This is an optimization exercise on Yosys and OpenROAD, whose aim is small area, a short achievable clock period and few clock cycles per item, not a production implementation. At most, simulation tests tie the RTL to the original design; equivalence was not proved.

// mult_arbiter
module mult_arbiter #(
    parameter bit RR_EN = 1'b1
) (
    input  logic               clk,
    input  logic               rst,
    input  logic               req0_valid,
    input  logic signed [31:0] req0_a,
    input  logic signed [31:0] req0_b,
    output logic               req0_ready,
    input  logic               req1_valid,
    input  logic signed [31:0] req1_a,
    input  logic signed [31:0] req1_b,
    output logic               req1_ready,
    output logic               res_valid,
    input  logic               res_ready,
    output logic signed [63:0] res_data,
    output logic               res_id,
    output logic               busy
);
    logic               r_last_grant;
    logic               r_v1;
    logic               r_id1;
    logic        [31:0] r_a;
    logic        [15:0] r_one;
    logic        [15:0] r_two;
    logic        [15:0] r_neg;
    logic               r_res_valid;
    logic               r_res_id;
    logic        [63:0] r_res_data;
    logic               w_pick1;
    logic               w_s1_free;
    logic               w_accept;
    logic               w_load_out;
    logic        [63:0] w_prod;
    logic        [31:0] w_b;
    logic        [32:0] w_bx;
    logic        [15:0] w_one;
    logic        [15:0] w_two;
    logic        [15:0] w_neg;
    assign w_pick1    = req1_valid && (!req0_valid || (RR_EN && !r_last_grant));
    assign w_load_out = r_v1 && (!r_res_valid || res_ready);
  ...
For scale: roughly 3200 cells after synthesis, ~150 flip-flops, about 30000 um^2 of cells after synthesis.
Settings: LEC_CHECK=0, CAP_MARGIN=20, CORE_MARGIN=2, CORE_UTILIZATION=40, SLEW_MARGIN=20; clock period 10.0 ns.
run.sh (not shown) runs the stock make flow with config.mk's settings and CLKGATE_MAP_FILE= SYNTH_SCRIPT=/design/flow/synth_recipe.tcl, a recipe that flattens the netlist after the stock synthesis.
Edit:
- SETUP_SLACK_MARGIN: unset -> 5
Result: Cell count came out higher by 5.2%. Fmax rose by 17%. Routed wire length rose by 9.4%. Setup slack gets better by 1100 ps.
Edit:
==> flow/flow/run.sh (new file) <==
#!/bin/bash
# Standard ORFS layout with three changes:
#  - synthesis skips Yosys's internal "abc -fast" pre-mapping (synth -noabc),
#    so extract_fa maps the RTL's full adders without inverter pairs;
#  - the final abc mapping uses flow/abc_map.script (abc "map" instead of "&nf");
#  - port buffers use the smallest buffer cell (buf_1).
# Flattening, renaming and register mapping are synth_recipe.tcl unchanged.
set -euo pipefail
HERE=$(pwd)
{
  sed -n '1s/-noshare {\*}/-noshare -noabc {*}/p' synth_recipe.tcl
  cat <<EOT
proc abc {args} {
  set i [lsearch -exact \$args -script]
  if {\$i >= 0} { set args [lreplace \$args [expr {\$i+1}] [expr {\$i+1}] $HERE/flow/abc_map.script] }
  yosys abc {*}\$args
}
EOT
  sed '1d' synth_recipe.tcl
} > flow_synth.tcl
grep -q -- '-noabc' flow_synth.tcl
sed "s#SYNTH_SCRIPT=[^ ]*#SYNTH_SCRIPT=$HERE/flow_synth.tcl#" standard.sh > flow_standard.sh
grep -q "SYNTH_SCRIPT=$HERE/flow_synth.tcl" flow_standard.sh
export BUFFER_PORTS_ARGS="-buffer_cell sky130_fd_sc_hd__buf_1"
bash flow_standard.sh finish > flow_make.log 2>&1
==> flow/flow/abc_map.script (new file) <==
strash
dch
map -B 0.9
topo
stime -c
buffer -c
upsize -c
dnsize -c
==> flow/standard.sh (new file) <==
#!/bin/bash
# synth_recipe.tcl (not shown) runs the flow's synth.tcl, then flattens the netlist and writes it again
# the make line also repeats each setting of config.mk as NAME=value (left out here)
make -C /OpenROAD-flow-scripts/flow DESIGN_CONFIG=/design/flow/config.mk WORK_HOME=/design/flow/orfs CLKGATE_MAP_FILE= SYNTH_SCRIPT=/design/flow/synth_recipe.tcl "${@:-finish}"
- SETUP_SLACK_MARGIN: 5 -> unset
removed: flow/run.sh
Worst hold slack loses 6.6 ps; clock skew is about the same; design area goes down by 15%.
Edit:
==> flow/run.sh (new file) <==
#!/bin/bash
# synth_recipe.tcl (not shown) runs the flow's synth.tcl, then flattens the netlist and writes it again
# the make line also repeats each setting of config.mk as NAME=value (left out here)
make -C /OpenROAD-flow-scripts/flow DESIGN_CONFIG=/design/flow/config.mk WORK_HOME=/design/flow/orfs CLKGATE_MAP_FILE= SYNTH_SCRIPT=/design/flow/synth_recipe.tcl finish
- SETUP_SLACK_MARGIN: unset -> 3
removed: flow/flow/run.sh
removed: flow/flow/abc_map.script
removed: flow/standard.sh
What happened:
- worst hold slack stays flat
- worst setup slack gets better by 520 ps
- count of clock-buffer cells in the layout stays the same
No run of this note included a check of the RTL's function; only the layout flow was run.

---

== run A ==
mult_arbiter, a different RTL version from the one above (not shown whole).
Size: ~2900 cells after synthesis, ~200 I/O pins, ~29000 um2 of cells after synthesis.
## mult_arbiter
module mult_arbiter #(
    parameter bit RR_EN = 1'b1
) (
    input  logic               clk,
    input  logic               rst,
    input  logic               req0_valid,
    input  logic signed [31:0] req0_a,
    input  logic signed [31:0] req0_b,
    output logic               req0_ready,
    input  logic               req1_valid,
    input  logic signed [31:0] req1_a,
    input  logic signed [31:0] req1_b,
    output logic               req1_ready,
    output logic               res_valid,
    input  logic               res_ready,
    output logic signed [63:0] res_data,
    output logic               res_id,
    output logic               busy
);
export LEC_CHECK = 0
export CAP_MARGIN = 20
export CORE_MARGIN = 2
export CORE_UTILIZATION = 60
export CTS_CLUSTER_DIAMETER = 80
export CTS_CLUSTER_SIZE = 30
export SETUP_SLACK_MARGIN = 5
export SLEW_MARGIN = 20
create_clock -name core_clock -period 10.0 [get_ports {clk}]
standard.sh (not shown) runs the stock make flow with config.mk's settings and CLKGATE_MAP_FILE= SYNTH_SCRIPT=/design/flow/synth_recipe.tcl, a recipe that flattens the netlist after the stock synthesis.
==> flow/flow/run.sh <==
#!/bin/bash
# Standard ORFS layout (the standard.sh) with these changes:
#  - synthesis skips Yosys's internal "abc -fast" pre-mapping (synth -noabc),
#    so extract_fa maps the RTL's full adders without inverter pairs;
#  - the final abc mapping uses flow/abc.script (abc "map" instead of "&nf");
#  - port buffers use the smallest buffer cell (buf_1);
set -euo pipefail
HERE=$(pwd)
{
  sed -n '1s/-noshare {\*}/-noshare -noabc {*}/p' synth_recipe.tcl
  cat <<EOT
proc abc {args} {
  set i [lsearch -exact \$args -script]
  if {\$i >= 0} { set args [lreplace \$args [expr {\$i+1}] [expr {\$i+1}] $HERE/flow/abc.script] }
  yosys abc {*}\$args
}
EOT
  sed '1d' synth_recipe.tcl
} > flow_synth.tcl
grep -q -- '-noabc' flow_synth.tcl
sed "s#SYNTH_SCRIPT=[^ ]*#SYNTH_SCRIPT=$HERE/flow_synth.tcl#" standard.sh > flow_standard.sh
grep -q "SYNTH_SCRIPT=$HERE/flow_synth.tcl" flow_standard.sh
export BUFFER_PORTS_ARGS="-buffer_cell sky130_fd_sc_hd__buf_1"
EXTRA=()
if [[ -f flow/make_args.txt ]]; then
  while read -r l; do [[ -n "$l" ]] && EXTRA+=("$l"); done < flow/make_args.txt
fi
bash flow_standard.sh "${EXTRA[@]}" finish > flow_make.log 2>&1
==> flow/flow/abc.script <==
strash
dch
map -B 0.9
topo
stime -c
buffer -c
upsize -c
dnsize -c
==> flow/flow/make_args.txt <==
SETUP_SLACK_MARGIN=5.3
Having completed the whole flow, run A delivered a layout that passed the timing, design-rule and antenna checks.
Testbench counts of run A, summed over its fixed seeds: cycles 2,064, items 2,048.
Relative to run A, the following input files were edited for run B:
Settings: CTS_CLUSTER_SIZE no longer set, was 30; CTS_CLUSTER_DIAMETER no longer set, was 80.
==> flow/flow/make_args.txt <==
SETUP_SLACK_MARGIN=5.5
--- outcome ---
The vertical die dimension was comparable across run B and run A. The higher final cell count without fillers of run B and run A is in run B. Max fraction of met1 tracks used by global routing across run B and run A: run B. From run A to run B the numbers moved as follows: growth of design area from synthesis to finish moved up; wire length of the first global-routing pass moved up.
Edits applied to the flow inputs when going from run B to run C:
Settings: SLEW_MARGIN now 0, was 20; CAP_MARGIN now 0, was 20.
==> flow/flow/make_args.txt <==
SETUP_SLACK_MARGIN=5.3
- Run B -> run C: wire length decreased by a few percent
- Per the comparison of run C with run B, area growth from synthesis to final layout dropped 3.6 points; final core utilization dropped 2.2 points; worst endpoint required time barely changed.

---

Another version of the RTL of mult_arbiter (not shown whole).
Size in the first run: about 2900 cells after synthesis, about 200 flip-flops, ~200 I/O pins, roughly 0.029 mm² of cells after synthesis.
export LEC_CHECK = 0
export CAP_MARGIN = 20
export CORE_MARGIN = 2
export CORE_UTILIZATION = 70
export SETUP_SLACK_MARGIN = 5
export SLEW_MARGIN = 20
create_clock -name core_clock -period 10.0 [get_ports {clk}]
==> flow/flow/make_args.txt <==
SETUP_SLACK_MARGIN=5.3
Scripts as last shown in full above: flow/flow/run.sh, flow/flow/abc.script
The starting point passed the timing, design-rule and antenna checks.
Change:
--- a/flow/config.mk
+++ b/flow/config.mk
@@ -10 +10 @@
-export CORE_UTILIZATION = 70
+export CORE_UTILIZATION = 60
Outcome:
- design area barely changes
- non-clock buffer count shrinks by 26
- fmax stays flat
- worst hold slack is worse by 0.016 ns
No run of this note included a check of the RTL's function; only the layout flow was run.

---

Another version of the RTL of mult_arbiter (not shown whole).
Size: about 3600 cells after synthesis, ~210 flip-flops, ~200 I/O pins, about 32000 um^2 of cells after synthesis.
export LEC_CHECK = 0
export CAP_MARGIN = 20
export CORE_MARGIN = 2
export CORE_UTILIZATION = 50
export SETUP_SLACK_MARGIN = 5
export SLEW_MARGIN = 20
create_clock -name core_clock -period 10.0 [get_ports {clk}]
==> flow/flow/make_args.txt <==
SETUP_SLACK_MARGIN=5.5
Scripts as last shown in full above: flow/flow/run.sh, flow/flow/abc.script
Then changed:
==> flow/flow/run.sh (replaced) <==
#!/bin/bash
# Standard ORFS layout with three changes:
#  - synthesis skips Yosys's internal "abc -fast" pre-mapping (synth -noabc),
#    so extract_fa maps the RTL's full adders without inverter pairs;
#  - the final abc mapping uses flow/abc_map.script (abc "map" instead of "&nf");
#  - port buffers use the smallest buffer cell (buf_1).
# Flattening, renaming and register mapping are synth_recipe.tcl unchanged.
set -euo pipefail
HERE=$(pwd)
{
  sed -n '1s/-noshare {\*}/-noshare -noabc {*}/p' synth_recipe.tcl
  cat <<EOT
proc abc {args} {
  set i [lsearch -exact \$args -script]
  if {\$i >= 0} { set args [lreplace \$args [expr {\$i+1}] [expr {\$i+1}] $HERE/flow/abc_map.script] }
  yosys abc {*}\$args
}
EOT
  sed '1d' synth_recipe.tcl
} > flow_synth.tcl
grep -q -- '-noabc' flow_synth.tcl
sed "s#SYNTH_SCRIPT=[^ ]*#SYNTH_SCRIPT=$HERE/flow_synth.tcl#" standard.sh > flow_standard.sh
grep -q "SYNTH_SCRIPT=$HERE/flow_synth.tcl" flow_standard.sh
export BUFFER_PORTS_ARGS="-buffer_cell sky130_fd_sc_hd__buf_1"
bash flow_standard.sh finish > flow_make.log 2>&1
==> flow/flow/abc_map.script (new file) <==
strash
dch
map -B 0.9
topo
stime -c
buffer -c
upsize -c
dnsize -c
Settings changed: CORE_UTILIZATION 50 to 40, SETUP_SLACK_MARGIN 5 to 4.5.
removed: flow/flow/abc.script
removed: flow/flow/make_args.txt
Effect:
- utilization falls by 18 points
- worst setup slack is worse by 430 ps
- design area shrinks by 11%
Then changed:
==> flow/flow/run.sh (replaced) <==
#!/bin/bash
# Standard ORFS layout (the standard.sh) with these changes:
#  - synthesis skips Yosys's internal "abc -fast" pre-mapping (synth -noabc),
#    so extract_fa maps the RTL's full adders without inverter pairs;
#  - the final abc mapping uses flow/abc.script (abc "map" instead of "&nf");
#  - port buffers use the smallest buffer cell (buf_1);
set -euo pipefail
HERE=$(pwd)
{
  sed -n '1s/-noshare {\*}/-noshare -noabc {*}/p' synth_recipe.tcl
  cat <<EOT
proc abc {args} {
  set i [lsearch -exact \$args -script]
  if {\$i >= 0} { set args [lreplace \$args [expr {\$i+1}] [expr {\$i+1}] $HERE/flow/abc.script] }
  yosys abc {*}\$args
}
EOT
  sed '1d' synth_recipe.tcl
} > flow_synth.tcl
grep -q -- '-noabc' flow_synth.tcl
sed "s#SYNTH_SCRIPT=[^ ]*#SYNTH_SCRIPT=$HERE/flow_synth.tcl#" standard.sh > flow_standard.sh
grep -q "SYNTH_SCRIPT=$HERE/flow_synth.tcl" flow_standard.sh
export BUFFER_PORTS_ARGS="-buffer_cell sky130_fd_sc_hd__buf_1"
EXTRA=()
if [[ -f flow/make_args.txt ]]; then
  while read -r l; do [[ -n "$l" ]] && EXTRA+=("$l"); done < flow/make_args.txt
fi
bash flow_standard.sh "${EXTRA[@]}" finish > flow_make.log 2>&1
==> flow/flow/abc.script (new file) <==
strash
dch
map -B 0.9
topo
stime -c
buffer -c
upsize -c
dnsize -c
==> flow/flow/make_args.txt (new file) <==
SETUP_SLACK_MARGIN=5.3
Settings changed: CORE_UTILIZATION 40 to 60, SETUP_SLACK_MARGIN 4.5 to 5.
removed: flow/flow/abc_map.script
Outcome: Hold slack hardly moves; sequential cell count stays the same; first-iteration DRC count climbs by a quarter to a third; count of clock-buffer cells in the layout drops by 1; setup slack gets better by 450 ps; global-route usage climbs by 14 points.
Then changed:
==> flow/flow/run.sh (replaced) <==
#!/bin/bash
# Standard ORFS layout with three changes:
#  - synthesis skips Yosys's internal "abc -fast" pre-mapping (synth -noabc),
#    so extract_fa maps the RTL's full adders without inverter pairs;
#  - the final abc mapping uses flow/abc_map.script (abc "map" instead of "&nf");
#  - port buffers use the smallest buffer cell (buf_1).
# Flattening, renaming and register mapping are synth_recipe.tcl unchanged.
set -euo pipefail
HERE=$(pwd)
{
  sed -n '1s/-noshare {\*}/-noshare -noabc {*}/p' synth_recipe.tcl
  cat <<EOT
proc abc {args} {
  set i [lsearch -exact \$args -script]
  if {\$i >= 0} { set args [lreplace \$args [expr {\$i+1}] [expr {\$i+1}] $HERE/flow/abc_map.script] }
  yosys abc {*}\$args
}
EOT
  sed '1d' synth_recipe.tcl
} > flow_synth.tcl
grep -q -- '-noabc' flow_synth.tcl
sed "s#SYNTH_SCRIPT=[^ ]*#SYNTH_SCRIPT=$HERE/flow_synth.tcl#" standard.sh > flow_standard.sh
grep -q "SYNTH_SCRIPT=$HERE/flow_synth.tcl" flow_standard.sh
export BUFFER_PORTS_ARGS="-buffer_cell sky130_fd_sc_hd__buf_1"
bash flow_standard.sh finish > flow_make.log 2>&1
==> flow/flow/abc_map.script (new file) <==
strash
dch
map -B 0.9
topo
stime -c
buffer -c
upsize -c
dnsize -c
Settings changed: CORE_UTILIZATION 60 to 50.
removed: flow/flow/abc.script
removed: flow/flow/make_args.txt
What happened: Register-to-register slack got worse by 240 ps. Global-route usage drops by 7.0 points. Wire length fell by 0.97%. Setup slack gets worse by 230 ps. Utilization drops by 13 points.
Function was not checked in any run of this note: the RTL went through the layout flow alone.

---

## job 4782
mult_arbiter, a different RTL version from the one above (not shown whole).
For scale: about 2900 cells after synthesis, about 200 I/O pins, ~0.029 mm² of cells after synthesis.
==> flow/design.v (excerpt) <==
module mult_arbiter #(
    parameter bit RR_EN = 1'b1
) (
    input  logic               clk,
    input  logic               rst,
    input  logic               req0_valid,
    input  logic signed [31:0] req0_a,
    input  logic signed [31:0] req0_b,
    output logic               req0_ready,
    input  logic               req1_valid,
    input  logic signed [31:0] req1_a,
    input  logic signed [31:0] req1_b,
    output logic               req1_ready,
    output logic               res_valid,
    input  logic               res_ready,
    output logic signed [63:0] res_data,
    output logic               res_id,
    output logic               busy
);
Settings: LEC_CHECK=0, CAP_MARGIN=20, CORE_MARGIN=2, CORE_UTILIZATION=60, SETUP_SLACK_MARGIN=5, SLEW_MARGIN=20, TNS_END_PERCENT=100; clock period 10.0 ns.
==> flow/flow/run.sh <==
#!/bin/bash
# Standard ORFS layout (the standard.sh) with these changes:
#  - synthesis skips Yosys's internal "abc -fast" pre-mapping (synth -noabc),
#    so extract_fa maps the RTL's full adders without inverter pairs;
#  - the final abc mapping uses flow/abc.script (abc "map" instead of "&nf");
#  - port buffers use the smallest buffer cell (buf_1);
set -euo pipefail
HERE=$(pwd)
{
  sed -n '1s/-noshare {\*}/-noshare -noabc {*}/p' synth_recipe.tcl
  cat <<EOT
proc abc {args} {
  set i [lsearch -exact \$args -script]
  if {\$i >= 0} { set args [lreplace \$args [expr {\$i+1}] [expr {\$i+1}] $HERE/flow/abc.script] }
  yosys abc {*}\$args
}
EOT
  sed '1d' synth_recipe.tcl
} > flow_synth.tcl
grep -q -- '-noabc' flow_synth.tcl
sed "s#SYNTH_SCRIPT=[^ ]*#SYNTH_SCRIPT=$HERE/flow_synth.tcl#" standard.sh > flow_standard.sh
grep -q "SYNTH_SCRIPT=$HERE/flow_synth.tcl" flow_standard.sh
export BUFFER_PORTS_ARGS="-buffer_cell sky130_fd_sc_hd__buf_1"
EXTRA=()
if [[ -f flow/make_args.txt ]]; then
  while read -r l; do [[ -n "$l" ]] && EXTRA+=("$l"); done < flow/make_args.txt
fi
bash flow_standard.sh "${EXTRA[@]}" finish > flow_make.log 2>&1
==> flow/flow/abc.script <==
strash
dch
map -B 0.9
topo
stime -c
buffer -c
upsize -c
dnsize -c
==> flow/flow/make_args.txt <==
SETUP_SLACK_MARGIN=5.4
What job 3852 does differently from job 4782 at the input level:
# job 4782
export LEC_CHECK = 0
export CAP_MARGIN = 20
export CORE_MARGIN = 2
export CORE_UTILIZATION = 60
export SETUP_SLACK_MARGIN = 5
export SLEW_MARGIN = 20
export TNS_END_PERCENT = 100
create_clock -name core_clock -period 10.0 [get_ports {clk}]
# job 3852
export LEC_CHECK = 0
export CAP_MARGIN = 20
export CORE_MARGIN = 2
export CORE_UTILIZATION = 60
export SETUP_SLACK_MARGIN = 5
export SLEW_MARGIN = 20
export TNS_END_PERCENT = 0
create_clock -name core_clock -period 10.0 [get_ports {clk}]
==> flow/flow/make_args.txt <==
SETUP_SLACK_MARGIN=5.3
==> comparison <==
Job 3852 | status: complete | timing, DRC, antenna: pass. Combined global-route utilization of all metal layers (higher): job 4782. The deepest level of the CTS H-tree was comparable across job 4782 and job 3852. Number of standard cells in the final layout excluding fillers, job 4782 and job 3852, higher one = job 4782.
Input changes introduced in job 9740 (baseline for comparison: job 3852):
# job 3852
export LEC_CHECK = 0
export CAP_MARGIN = 20
export CORE_MARGIN = 2
export CORE_UTILIZATION = 60
export SETUP_SLACK_MARGIN = 5
export SLEW_MARGIN = 20
export TNS_END_PERCENT = 0
create_clock -name core_clock -period 10.0 [get_ports {clk}]
# job 9740
export LEC_CHECK = 0
export CAP_MARGIN = 20
export CORE_MARGIN = 2
export CORE_UTILIZATION = 60
export SETUP_SLACK_MARGIN = 5
export SLEW_MARGIN = 20
create_clock -name core_clock -period 10.0 [get_ports {clk}]
Findings:
Job 9740 finished every stage and its layout cleared the timing, design-rule and antenna checks.
On share of the clock period used by the worst path, the higher figure sits with job 3852, not job 9740.
The hold slack on job 9740 is in line with that on job 3852.
The run showing the greater cell area is job 9740.
From job 3852 to job 9740 the numbers moved as follows: met3 track demand over resource in global routing held, area of the multi-input gates went up about 1.4%.
As far as count of non-filler cells in the finished layout is concerned, job 9740 and job 3852 perform about the same.
Job 3852 → job 9740: core utilization rose by 0.95 points.
No functional check of the RTL was part of any run of this note.

-- re-timing with driven ports --
How much do the figures lean on ideal ports? The routed layouts below were timed once more, with nothing changed but the port constraints.
Step 1: set_driving_cell puts a clkbuf_16 on clk and a buf_2 on each other input, an assumption about the parent block.
Step 2 times the ports against the registers' clock, not the clock port: input delays grow and output delays shrink by t, the midpoint of the rising clock arrivals with the driver on.
a / b / c = ideal ports / drivers / drivers and shift; a / b = the first two.
run | t (ns) | setup slack, ns | worst register clock-pin slew, ns
the first run of note 1 | 0.566 | 2.207 / 2.207 / 2.207 | 0.09 / 0.09
the second run of note 1 | 0.554 | 3.351 / 3.351 / 3.351 | 0.08 / 0.08
the third run of note 1 | 0.544 | 2.651 / 2.651 / 2.651 | 0.08 / 0.08
the fourth run of note 1 | 0.566 | 3.170 / 3.170 / 3.170 | 0.08 / 0.08
run A | 0.567 | 5.353 / 5.294 / 5.369 | 0.09 / 0.09
run B | 0.565 | 5.285 / 5.225 / 4.968 | 0.09 / 0.09
run C | 0.564 | 5.337 / 5.278 / 5.370 | 0.09 / 0.09
the first run of note 3 | 0.540 | 5.180 / 5.152 / 4.661 | 0.10 / 0.10
the second run of note 3 | 0.571 | 5.189 / 5.166 / 4.939 | 0.10 / 0.10
the first run of note 4 | 0.617 | 5.289 / 5.234 / 5.234 | 0.07 / 0.07
the second run of note 4 | 0.643 | 4.855 / 4.829 / 4.829 | 0.07 / 0.07
the third run of note 4 | 0.623 | 5.305 / 5.267 / 5.267 | 0.07 / 0.07
the fourth run of note 4 | 0.628 | 5.074 / 5.058 / 5.058 | 0.07 / 0.07
job 4782 | 0.625 | 5.273 / 5.210 / 5.368 | 0.07 / 0.07
job 3852 | 0.621 | 5.228 / 5.168 / 5.298 | 0.07 / 0.07
job 9740 | 0.625 | 5.265 / 5.204 / 5.361 | 0.07 / 0.07
After both steps setup and hold are still met in every run listed. The setup slack of the first run of note 3, which loses most, moves by -0.028 ns with the drivers and by -0.519 ns with both steps.
